From an optimization exercise on the open Yosys and OpenROAD flow, aimed at small area, a short achievable clock period and few clock cycles per item; shortcuts taken in it are not production practice.
Function was checked by simulation only, so behaviour that the tests miss may differ from the original.
Power figures rest on the tool's default switching activity, not on a simulated workload.

<file path="run.sh">
#!/bin/bash
# synth_recipe.tcl (not shown) runs the flow's synth.tcl, then flattens the netlist and writes it again
# the make line also repeats each setting of config.mk as NAME=value (left out here)
make -C /OpenROAD-flow-scripts/flow DESIGN_CONFIG=/design/flow/config.mk WORK_HOME=/design/flow/orfs CLKGATE_MAP_FILE= SYNTH_SCRIPT=/design/flow/synth_recipe.tcl finish
</file>
<file path="config.mk">
export PLATFORM = sky130hd
export DESIGN_NAME = decimal_float_add_subtract
export DESIGN_NICKNAME = decimal_float_add_subtract
export VERILOG_FILES = /design/flow/design.v
export SDC_FILE = /design/flow/constraint.sdc
export NUM_CORES = 4
export LEC_CHECK = 0
export CAP_MARGIN = 20
export CORE_MARGIN = 2
export CORE_UTILIZATION = 40
export SLEW_MARGIN = 20
</file>
<file path="constraint.sdc">
create_clock -name core_clock -period 16.0 [get_ports {clk}]
set_input_delay 3.2000 -clock core_clock [delete_from_list [all_inputs] [get_ports {clk}]]
set_output_delay 3.2000 -clock core_clock [all_outputs]
set_load 0.01 [all_outputs]
</file>
<file path="design.v">
`default_nettype none
package dfas_pkg;
  localparam int DIGITS_DEF = 16;
  localparam int MANT_W     = 64;
  localparam int EXP_W      = 11;
  function automatic logic [3:0] clamp_digit(input logic [3:0] d);
    clamp_digit = (d[3] && (d[2] || d[1])) ? 4'd9 : d;
  endfunction
  function automatic logic [3:0] nines(input logic [3:0] d);
    nines = {!(d[3] || d[2] || d[1]), d[2] ^ d[1], d[1], !d[0]};
  endfunction
endpackage
`default_nettype wire
`default_nettype none
module dfas_align (
  input  wire logic [63:0] a_digits,
  input  wire logic [63:0] b_digits,
  input  wire logic [10:0] a_exponent,
  input  wire logic [10:0] b_exponent,
  input  wire logic        a_sign,
  input  wire logic        b_sign,      
  output logic [63:0]      x,           
  output logic [63:0]      y,           
  output logic [10:0]      e,           
  output logic             sx,          
  output logic             sub          
);
  logic [63:0] da, db, yr;
  logic        za, zb, a_ge_raw, a_ge, sel_a;
  logic [11:0] dab, dba, ad;
  logic [4:0]  shift;
  always_comb begin
    for (int i = 0; i < 16; i++) begin
      da[4*i +: 4] = dfas_pkg::clamp_digit(a_digits[4*i +: 4]);
      db[4*i +: 4] = dfas_pkg::clamp_digit(b_digits[4*i +: 4]);
    end
    za       = (a_digits == '0);
    zb       = (b_digits == '0);
    dab      = {a_exponent[10], a_exponent} - {b_exponent[10], b_exponent};
    dba      = {b_exponent[10], b_exponent} - {a_exponent[10], a_exponent};
    a_ge_raw = !dab[11];
    a_ge     = za || zb || a_ge_raw;
    sel_a    = zb || (!za && a_ge_raw);
    ad       = a_ge_raw ? dab : dba;
    shift    = (za || zb) ? 5'd0 : (ad >= 12'd16) ? 5'd16 : ad[4:0];
    x        = a_ge ? da : db;
    yr       = a_ge ? db : da;
    y        = yr >> {shift, 2'b00};
    e        = sel_a ? a_exponent : b_exponent;
    sx       = a_ge ? a_sign : b_sign;
    sub      = a_sign ^ b_sign;
  end
endmodule
`default_nettype wire
`default_nettype none
module dfas_addsub (
  input  wire logic [63:0] x,
  input  wire logic [63:0] y,
  input  wire logic        sx,
  input  wire logic        sub,
  output logic [63:0]      r,       
  output logic             cdig,    
  output logic             sign
);
  logic [15:0] g, p;
  logic [3:0]  s0 [16];
  logic [3:0]  s1 [16];
  logic [15:0] gg [5];
  logic [15:0] pp [5];
  logic [16:0] c;
  logic        gall, cin, neg;
  always_comb begin
    for (int i = 0; i < 16; i++) begin
      logic [3:0] yd;
      logic [4:0] t;
      yd    = sub ? dfas_pkg::nines(y[4*i +: 4]) : y[4*i +: 4];
      t     = 5'(x[4*i +: 4]) + 5'(yd);
      g[i]  = (t >= 5'd10);
      p[i]  = (t == 5'd9);
      s0[i] = g[i] ? 4'(t - 5'd10) : t[3:0];
      s1[i] = (t >= 5'd9) ? 4'(t - 5'd9) : 4'(t + 5'd1);
    end
    gg[0] = g;
    pp[0] = p;
    for (int k = 1; k < 5; k++) begin
      for (int i = 0; i < 16; i++) begin
        if (i >= (1 << (k - 1))) begin
          gg[k][i] = gg[k-1][i] | (pp[k-1][i] & gg[k-1][i - (1 << (k - 1))]);
          pp[k][i] = pp[k-1][i] & pp[k-1][i - (1 << (k - 1))];
        end else begin
          gg[k][i] = gg[k-1][i];
          pp[k][i] = pp[k-1][i];
        end
      end
    end
    gall = gg[4][15];
    cin  = sub && gall;    
    neg  = sub && !gall;   
    c[0] = cin;
    for (int i = 1; i <= 16; i++) c[i] = gg[4][i-1] | (pp[4][i-1] & cin);
    for (int i = 0; i < 16; i++) begin
      logic [3:0] d;
      d = c[i] ? s1[i] : s0[i];
      r[4*i +: 4] = neg ? dfas_pkg::nines(d) : d;
    end
    cdig = !sub && gall;
    sign = sx ^ neg;
  end
endmodule
`default_nettype wire
`default_nettype none
module dfas_norm (
  input  wire logic [63:0] r,
  input  wire logic        cdig,
  input  wire logic [10:0] e,
  input  wire logic        sign,
  output logic             res_sign,
  output logic [10:0]      res_exp,
  output logic [63:0]      res_digits,
  output logic             res_oor
);
  logic [15:0] nz;
  logic [3:0]  lz;
  logic        zero;
  logic [63:0] mn;
  logic [12:0] en;
  always_comb begin
    for (int i = 0; i < 16; i++) nz[i] = (r[4*i +: 4] != 4'd0);
    lz = 4'd0;
    for (int i = 0; i < 16; i++) if (nz[i]) lz = 4'(15 - i);
    zero = !cdig && (nz == '0);
    mn   = r << {lz, 2'b00};
    en   = cdig ? 13'({e[10], e[10], e} + 13'd1) : 13'({e[10], e[10], e} - {9'd0, lz});
    res_digits = cdig ? {4'd1, r[63:4]} : mn;
    res_sign   = zero ? 1'b0 : sign;
    res_exp    = zero ? 11'd0 : en[10:0];
    res_oor    = !zero && ($signed(en) < -13'sd1024 || $signed(en) > 13'sd1023);
  end
endmodule
`default_nettype wire
`default_nettype none
module decimal_float_add_subtract (
  input  wire logic               clk,
  input  wire logic               rst,
  input  wire logic               in_valid,
  output logic                    in_ready,
  input  wire logic               command,
  input  wire logic               a_sign,
  input  wire logic signed [10:0] a_exponent,
  input  wire logic [63:0]        a_digits,
  input  wire logic               b_sign,
  input  wire logic signed [10:0] b_exponent,
  input  wire logic [63:0]        b_digits,
  output logic                    out_valid,
  input  wire logic               out_ready,
  output logic                    result_sign,
  output logic signed [10:0]      result_exponent,
  output logic [63:0]             result_digits,
  output logic                    exponent_out_of_range
);
  logic        adv;
  logic        v0, sa0, sb0;
  logic [63:0] a0, b0;
  logic [10:0] ea0, eb0;
  logic        v1, sx1, sub1;
  logic [63:0] x1, y1;
  logic [10:0] e1;
  logic        v2, cd2, s2;
  logic [63:0] r2;
  logic [10:0] e2;
  logic        kv, k_sign, k_oor;
  logic [10:0] k_exp;
  logic [63:0] k_digits;
  logic [63:0] xa, ya;
  logic [10:0] ea;
  logic        sxa, suba;
  logic [63:0] rb;
  logic        cdb, sgb;
  logic        zs, zo;
  logic [10:0] ze;
  logic [63:0] zd;
  logic        o_free;
  assign adv      = !kv;
  assign in_ready = adv;
  assign o_free   = !out_valid || out_ready;
  dfas_align u_align (
    .a_digits(a0), .b_digits(b0), .a_exponent(ea0), .b_exponent(eb0),
    .a_sign(sa0), .b_sign(sb0), .x(xa), .y(ya), .e(ea), .sx(sxa), .sub(suba)
  );
  dfas_addsub u_addsub (
    .x(x1), .y(y1), .sx(sx1), .sub(sub1), .r(rb), .cdig(cdb), .sign(sgb)
  );
  dfas_norm u_norm (
    .r(r2), .cdig(cd2), .e(e2), .sign(s2),
    .res_sign(zs), .res_exp(ze), .res_digits(zd), .res_oor(zo)
  );
  always_ff @(posedge clk) begin
    if (rst) begin
      v0        <= 1'b0;
      v1        <= 1'b0;
      v2        <= 1'b0;
      kv        <= 1'b0;
      out_valid <= 1'b0;
    end else begin
      if (adv) begin
        v0 <= in_valid;
        v1 <= v0;
        v2 <= v1;
      end
      if (kv) begin
        if (o_free) begin
          kv        <= 1'b0;
          out_valid <= 1'b1;
        end
      end else if (o_free) begin
        out_valid <= v2;
      end else begin
        kv <= v2;
      end
    end
  end
  always_ff @(posedge clk) begin
    if (adv) begin
      a0   <= a_digits;
      b0   <= b_digits;
      ea0  <= a_exponent;
      eb0  <= b_exponent;
      sa0  <= a_sign;
      sb0  <= b_sign ^ command;
      x1   <= xa;
      y1   <= ya;
      e1   <= ea;
      sx1  <= sxa;
      sub1 <= suba;
      r2   <= rb;
      cd2  <= cdb;
      s2   <= sgb;
      e2   <= e1;
      k_sign   <= zs;
      k_exp    <= ze;
      k_digits <= zd;
      k_oor    <= zo;
    end
    if (o_free) begin
      result_sign           <= kv ? k_sign   : zs;
      result_exponent       <= kv ? k_exp    : ze;
      result_digits         <= kv ? k_digits : zd;
      exponent_out_of_range <= kv ? k_oor    : zo;
    end
  end
endmodule
`default_nettype wire
</file>
==> notes.md <==
[flip-flops by register name, indices dropped and copies added, names as in the netlist, 11 cells and up]
name	flops
r2	64
e2	11
eb0	11
result_digits	64
result_exponent	11
e1	11
a0	64
ea0	11
k_exp	11
y1	64
b0	64
x1	64
k_digits	64
[final cells by class]
type                       instances  area, um2  area share, %
multi-input combinational       2417      16800           43.6
inverter                         158        601           1.56
tap                             1070       1340           3.47
clock inverter                    41        479           1.24
sequential                       529      15100           39.1
clock buffer                      72       1630           4.23
timing repair buffer             272       2640           6.85
[routing by layer]
layer / vias to the layer above / part of all wire, % / GRT usage, %
li1: 12457 / - / -
met1: 12047 / 45 / 31.2
met3: 214 / 4.7 / 2.37
met2: 845 / 45 / 36.3
met5: - / 0 / 0
met4: 0 / 5.3 / 11.9
[cells by family (layout without fill, tap and decap cells)]
logic type / after synthesis / count (layout) / synth area share [%]
flip-flops: 529 / 529 / 45.6
AO/OA/AOI/OAI: 862 / 862 / 16.5
adder cells (fa/ha/maj): 182 / 182 / 7.68
multiplexers: 318 / 318 / 9.78
XOR/XNOR: 137 / 137 / 3.63
AND/OR/NAND/NOR: 918 / 918 / 13.1
buffers and inverters: 309 / 543 / 3.72
[power by group through the flow]
stage	logic (uW)	registers (uW)	clock network (uW)
floorplan	1630	2170	0
global placement	2450	2250	0
detailed placement	2470	2260	0
CTS	2480	2230	1480
global route	2750	2260	1530
finish	2490	2230	1450
[stage by stage]
| step | worst slack [ns] | hold slack [ns] | total power (uW) | std cells |
|---|---|---|---|---|
| after CTS | 9.33 | 0.418 | 6190 | 4559 |
| after detailed placement | 9.34 | 0.406 | 4720 | 4446 |
| after floorplan | 2.14 | 0.400 | 3800 | 3255 |
| final | 9.27 | 0.419 | 6170 | 4559 |
| after global routing | 8.86 | 0.431 | 6540 | 4559 |
| after global placement | 9.50 | 0.406 | 4700 | 4445 |
[worst paths after layout]
path	cells after the start	from	slack [ns]	to
max	17	sub1	9.27	r2[59]
min	0	e1[1]	0.42	e2[1]
max reg2reg	17	sub1	9.27	r2[59]
min reg2reg	0	e1[1]	0.42	e2[1]
[placed cells by master (no fill, tap or decap), types with 12 or more instances in the layout]
cell | Yosys | layout
sky130_fd_sc_hd__nand4_1 | 17 | 17
sky130_fd_sc_hd__a21oi_1 | 217 | 216
sky130_fd_sc_hd__nand3b_1 | 22 | 22
sky130_fd_sc_hd__o211ai_1 | 35 | 35
sky130_fd_sc_hd__inv_1 | 156 | 156
sky130_fd_sc_hd__fa_1 | 35 | 35
sky130_fd_sc_hd__o21ai_0 | 210 | 210
sky130_fd_sc_hd__a21o_1 | 69 | 69
sky130_fd_sc_hd__dfxtp_1 | 82 | 81
sky130_fd_sc_hd__clkdlybuf4s50_1 | 0 | 235
sky130_fd_sc_hd__a221oi_1 | 20 | 20
sky130_fd_sc_hd__xor2_1 | 41 | 41
sky130_fd_sc_hd__o21a_1 | 60 | 60
sky130_fd_sc_hd__edfxtp_1 | 447 | 447
sky130_fd_sc_hd__a22oi_1 | 19 | 19
sky130_fd_sc_hd__a211oi_1 | 39 | 39
sky130_fd_sc_hd__and3_1 | 17 | 16
sky130_fd_sc_hd__mux2_2 | 38 | 38
sky130_fd_sc_hd__mux2i_1 | 279 | 279
sky130_fd_sc_hd__o221ai_1 | 12 | 12
sky130_fd_sc_hd__nand3_1 | 61 | 61
sky130_fd_sc_hd__o22ai_1 | 34 | 34
sky130_fd_sc_hd__clkbuf_16 | 0 | 63
sky130_fd_sc_hd__ha_1 | 147 | 147
sky130_fd_sc_hd__a31oi_1 | 34 | 34
sky130_fd_sc_hd__xnor2_1 | 96 | 96
sky130_fd_sc_hd__nor2b_1 | 17 | 17
sky130_fd_sc_hd__o31ai_1 | 22 | 22
sky130_fd_sc_hd__nand2b_1 | 51 | 50
sky130_fd_sc_hd__or2_2 | 12 | 12
sky130_fd_sc_hd__nor3b_1 | 14 | 14
sky130_fd_sc_hd__nor4_1 | 52 | 52
sky130_fd_sc_hd__nand2_1 | 318 | 317
sky130_fd_sc_hd__nor3_1 | 39 | 38
sky130_fd_sc_hd__nor2_1 | 244 | 243
sky130_fd_sc_hd__buf_4 | 4 | 36
[critical path, delay by kind of cell (launching register included)]
| family | cells | cell delay (ns) |
|---|---|---|
| simple gates | 4 | 1.76 |
| compound gates | 6 | 1.78 |
| buf+inv | 1 | 0.57 |
| fa+ha+maj | 2 | 0.63 |
| mux | 3 | 0.85 |
| flops | 1 | 0.72 |
| xor+xnor | 1 | 0.13 |
==> notes.md <==
Drt:
- The via density per instance is 5.61.
- The first-pass detailed-route iteration total is 6.
- In the final routed layout, each cell accounts on average for 21.8 um.
- The final routed DRC violation total is 0.
- The routed layout has 25563 vias.
- The detailed router's first-iteration violation count is 2098.
- The total length of routed wires is 99400 um.
- Once detail routing completed, the nets flagged for antenna violations numbered 0.

Global routing:
- The global-route wire length before repair is 151000 um.
- After global routing the overflow that remains totals 0.
- Across every metal layer, demand over resource in global routing totals 22.9%.
- The pin count of the biggest net entering global routing is 132.
- The number of antenna violations at the first check in global routing was 0.
- The number of global-route vias before repair is 24635.

Synth:
- The fraction of registers with async set or reset after synthesis is 0%.
- In the post-synthesis netlist, the cell with the most instances is sky130_fd_sc_hd__edfxtp_1.
- For this run, the number of Yosys warnings is 8.
- The number of distinct library cells after synthesis is 83.
- Summing every instance area after synthesis gives 33100 um2.
- The predominant post-synthesis flop cell is sky130_fd_sc_hd__edfxtp_1.
- The cell count after synthesis is 3255.
- The net count of the mapped netlist is 3594.
- The mean area per synthesized cell is 10.2 um2.
- Yosys attributes the largest share of cell area to sky130_fd_sc_hd__edfxtp_1 41%, sky130_fd_sc_hd__mux2i_1 8.4%, sky130_fd_sc_hd__ha_1 5.6%, sky130_fd_sc_hd__dfxtp_1 5.0%, sky130_fd_sc_hd__nand2_1 3.6%.
- The register area share after synthesis is 45.6%.
- The fraction of synthesized cell area taken by the top area cell type is 40.6%.
- The count of flip-flops with a built-in enable after synthesis is 447.
- Sorting the synthesized cells by how often they occur yields 447 x sky130_fd_sc_hd__edfxtp_1, 318 x sky130_fd_sc_hd__nand2_1, 279 x sky130_fd_sc_hd__mux2i_1.
- Of all cell types, the one taking the most synthesized area is sky130_fd_sc_hd__edfxtp_1.
- In this run, synthesis produced a sequential element count of 529.

Clock tree:
- Buffers added to address setup during post-CTS repair amount to 0.
- The maximum buffer depth of the clock tree is 3.
- In this run, CTS created clock tree buffers numbering 60.
- The clock slew at the register clock pins of the worst setup and hold paths is 0.06 ns.
- The clock sink count is 529.
- The clock network latency to the later pin of the worst-skew pair is 0.65 ns.
- The H-tree generated during clock tree synthesis spans 2 levels.
- The number of gates resized after CTS was 0.
- The CTS tree is yes.
- The number of buffers inserted for hold repair after clock tree synthesis is 0.
- The cell at the root of the clock tree is sky130_fd_sc_hd__clkbuf_16.

Die:
- The floorplan die width is 291 um.
- The effective utilization at floorplan is 40.3%.
- The I/O pin count is 236.
- After floorplanning, the core was sized to cover 82000 um2.
- The die area is 84900 um2.
- Measured along the y axis, the die boundary spans 291 um.
- The initialized floorplan defines 105 standard-cell rows.

Timing:
- The slew at the pin with the worst max-slew slack is 1.06 ns.
- Setup repair after global routing left no endpoint under its margin.
- The setup total negative slack is 0 ns.
- The count of endpoints failing hold in the final timing report is 0.
- The highest clock rate is 149 MHz.
- The part of the cycle the worst path needs is 42.1%.
- Clock skew on the completed layout was measured at 0.0397 ns.
- The worst path needs 6.73 ns of the cycle, external delays included.
- The total count of max-transition violations in the final report came to 0.
- Setup violations remaining at the end of the flow were counted as 0.
- In this run the tightest slew margin relative to its limit is 28.7%.

Min path:
- The worst hold path belongs to the class register to register.

Finish:
- The cell area after layout is 38600 um2.
- The final core area utilization is 47.1%.
- The area added between synthesis and finish is 16.7%.
- The fraction of layout cells with a size suffix above 1 is 6.25%.
- The final antenna diode count is 0.
- The final layout contains 3777 nets.
- After filler insertion, the fill cell instance count of the layout stands at 7685.

Power:
- The clock power share is 23.4%.
- VDD sags by at most 95.0 uV.
- The total power divided by cell area is 160 nW/um2.
- The analysis attributes to net switching a power of 2290 uW.
- Combinational logic is responsible for 40.3% of the overall power.
- The cell leakage power is 0.0157 uW.
- The fraction of power spent switching nets is 37.2%.
- Sequential cells burn 36.2% of the power.
- The internal power contribution is 3870 uW.

Critical path:
- STA classifies the critical path startpoint as a register.
- The cell with the biggest individual delay on the critical path is sky130_fd_sc_hd__nor4b_1.
- The critical path data required time is 16.37 ns.
- Data on the critical path arrives at its endpoint at 7.10 ns.
- On the worst path, the slowest cell contributes a delay of 0.79 ns.
- Walking the worst path, the cells encountered are buf_4 > xor2_1 > ha_1 > fa_1 > a21o_1 > a21oi_1 > nor4b_1 > nand4_1 > nor4_1 > a22oi_2 > nand2_2 > a21o_1 > a21o_1 > a21o_1 > mux2_1 > mux2i_1 > mux2_2.
- Of all nets on the critical path, the largest fanout is 43.
- The most frequent cell on the critical path is sky130_fd_sc_hd__a21o_1.
- The capturing element type of the critical path is a register.
- The critical path in this run is classified as register to register.

Place:
- Summed over all nets, the half-perimeter wirelength after detailed placement is 76100 um.
- Summing all placed instances gives a cell area of 36500 um2.
- In this run the tool buffered the top-level ports with 235 buffer cells.
- The congestion estimate from routability-driven global placement came to 0.980.

Flow run:
- Across the run, the number of max-cap violations was 0.

Outcome:
- The run finished with no timing, DRC or antenna violations.
Testbench counts, summed over its fixed seeds: cycles 16,032, items 16,000.

==> port drivers added, routing unchanged <==
No port has a modelled driver above. Below, the same layout with a new extraction and two added sets of constraints.
Step 1 sets driving cells, clkbuf_16 on the clock port and buf_2 on the other inputs (assumed; they add their load-dependent delay and slew).
Step 2 adds t to the input delays and takes it off the output delays; t is the mean of the earliest and latest rising clock arrival at the registers after step 1. Input paths then give back, and output paths get back, about the clock's delay inside the block.
Slacks: no drivers / after step 1 / after step 2; pairs: no drivers / after step 1.
shift t [ns]: 0.695
setup slack, ns: 9.268 / 9.268 / 9.268
worst data-port slew with drivers (ns): 0.06
cell pins on the clock port's net: 1
After both steps setup and hold are still met in this run. For this run, drivers alone change the setup slack by 0.000 ns; drivers and shift together by 0.000 ns.
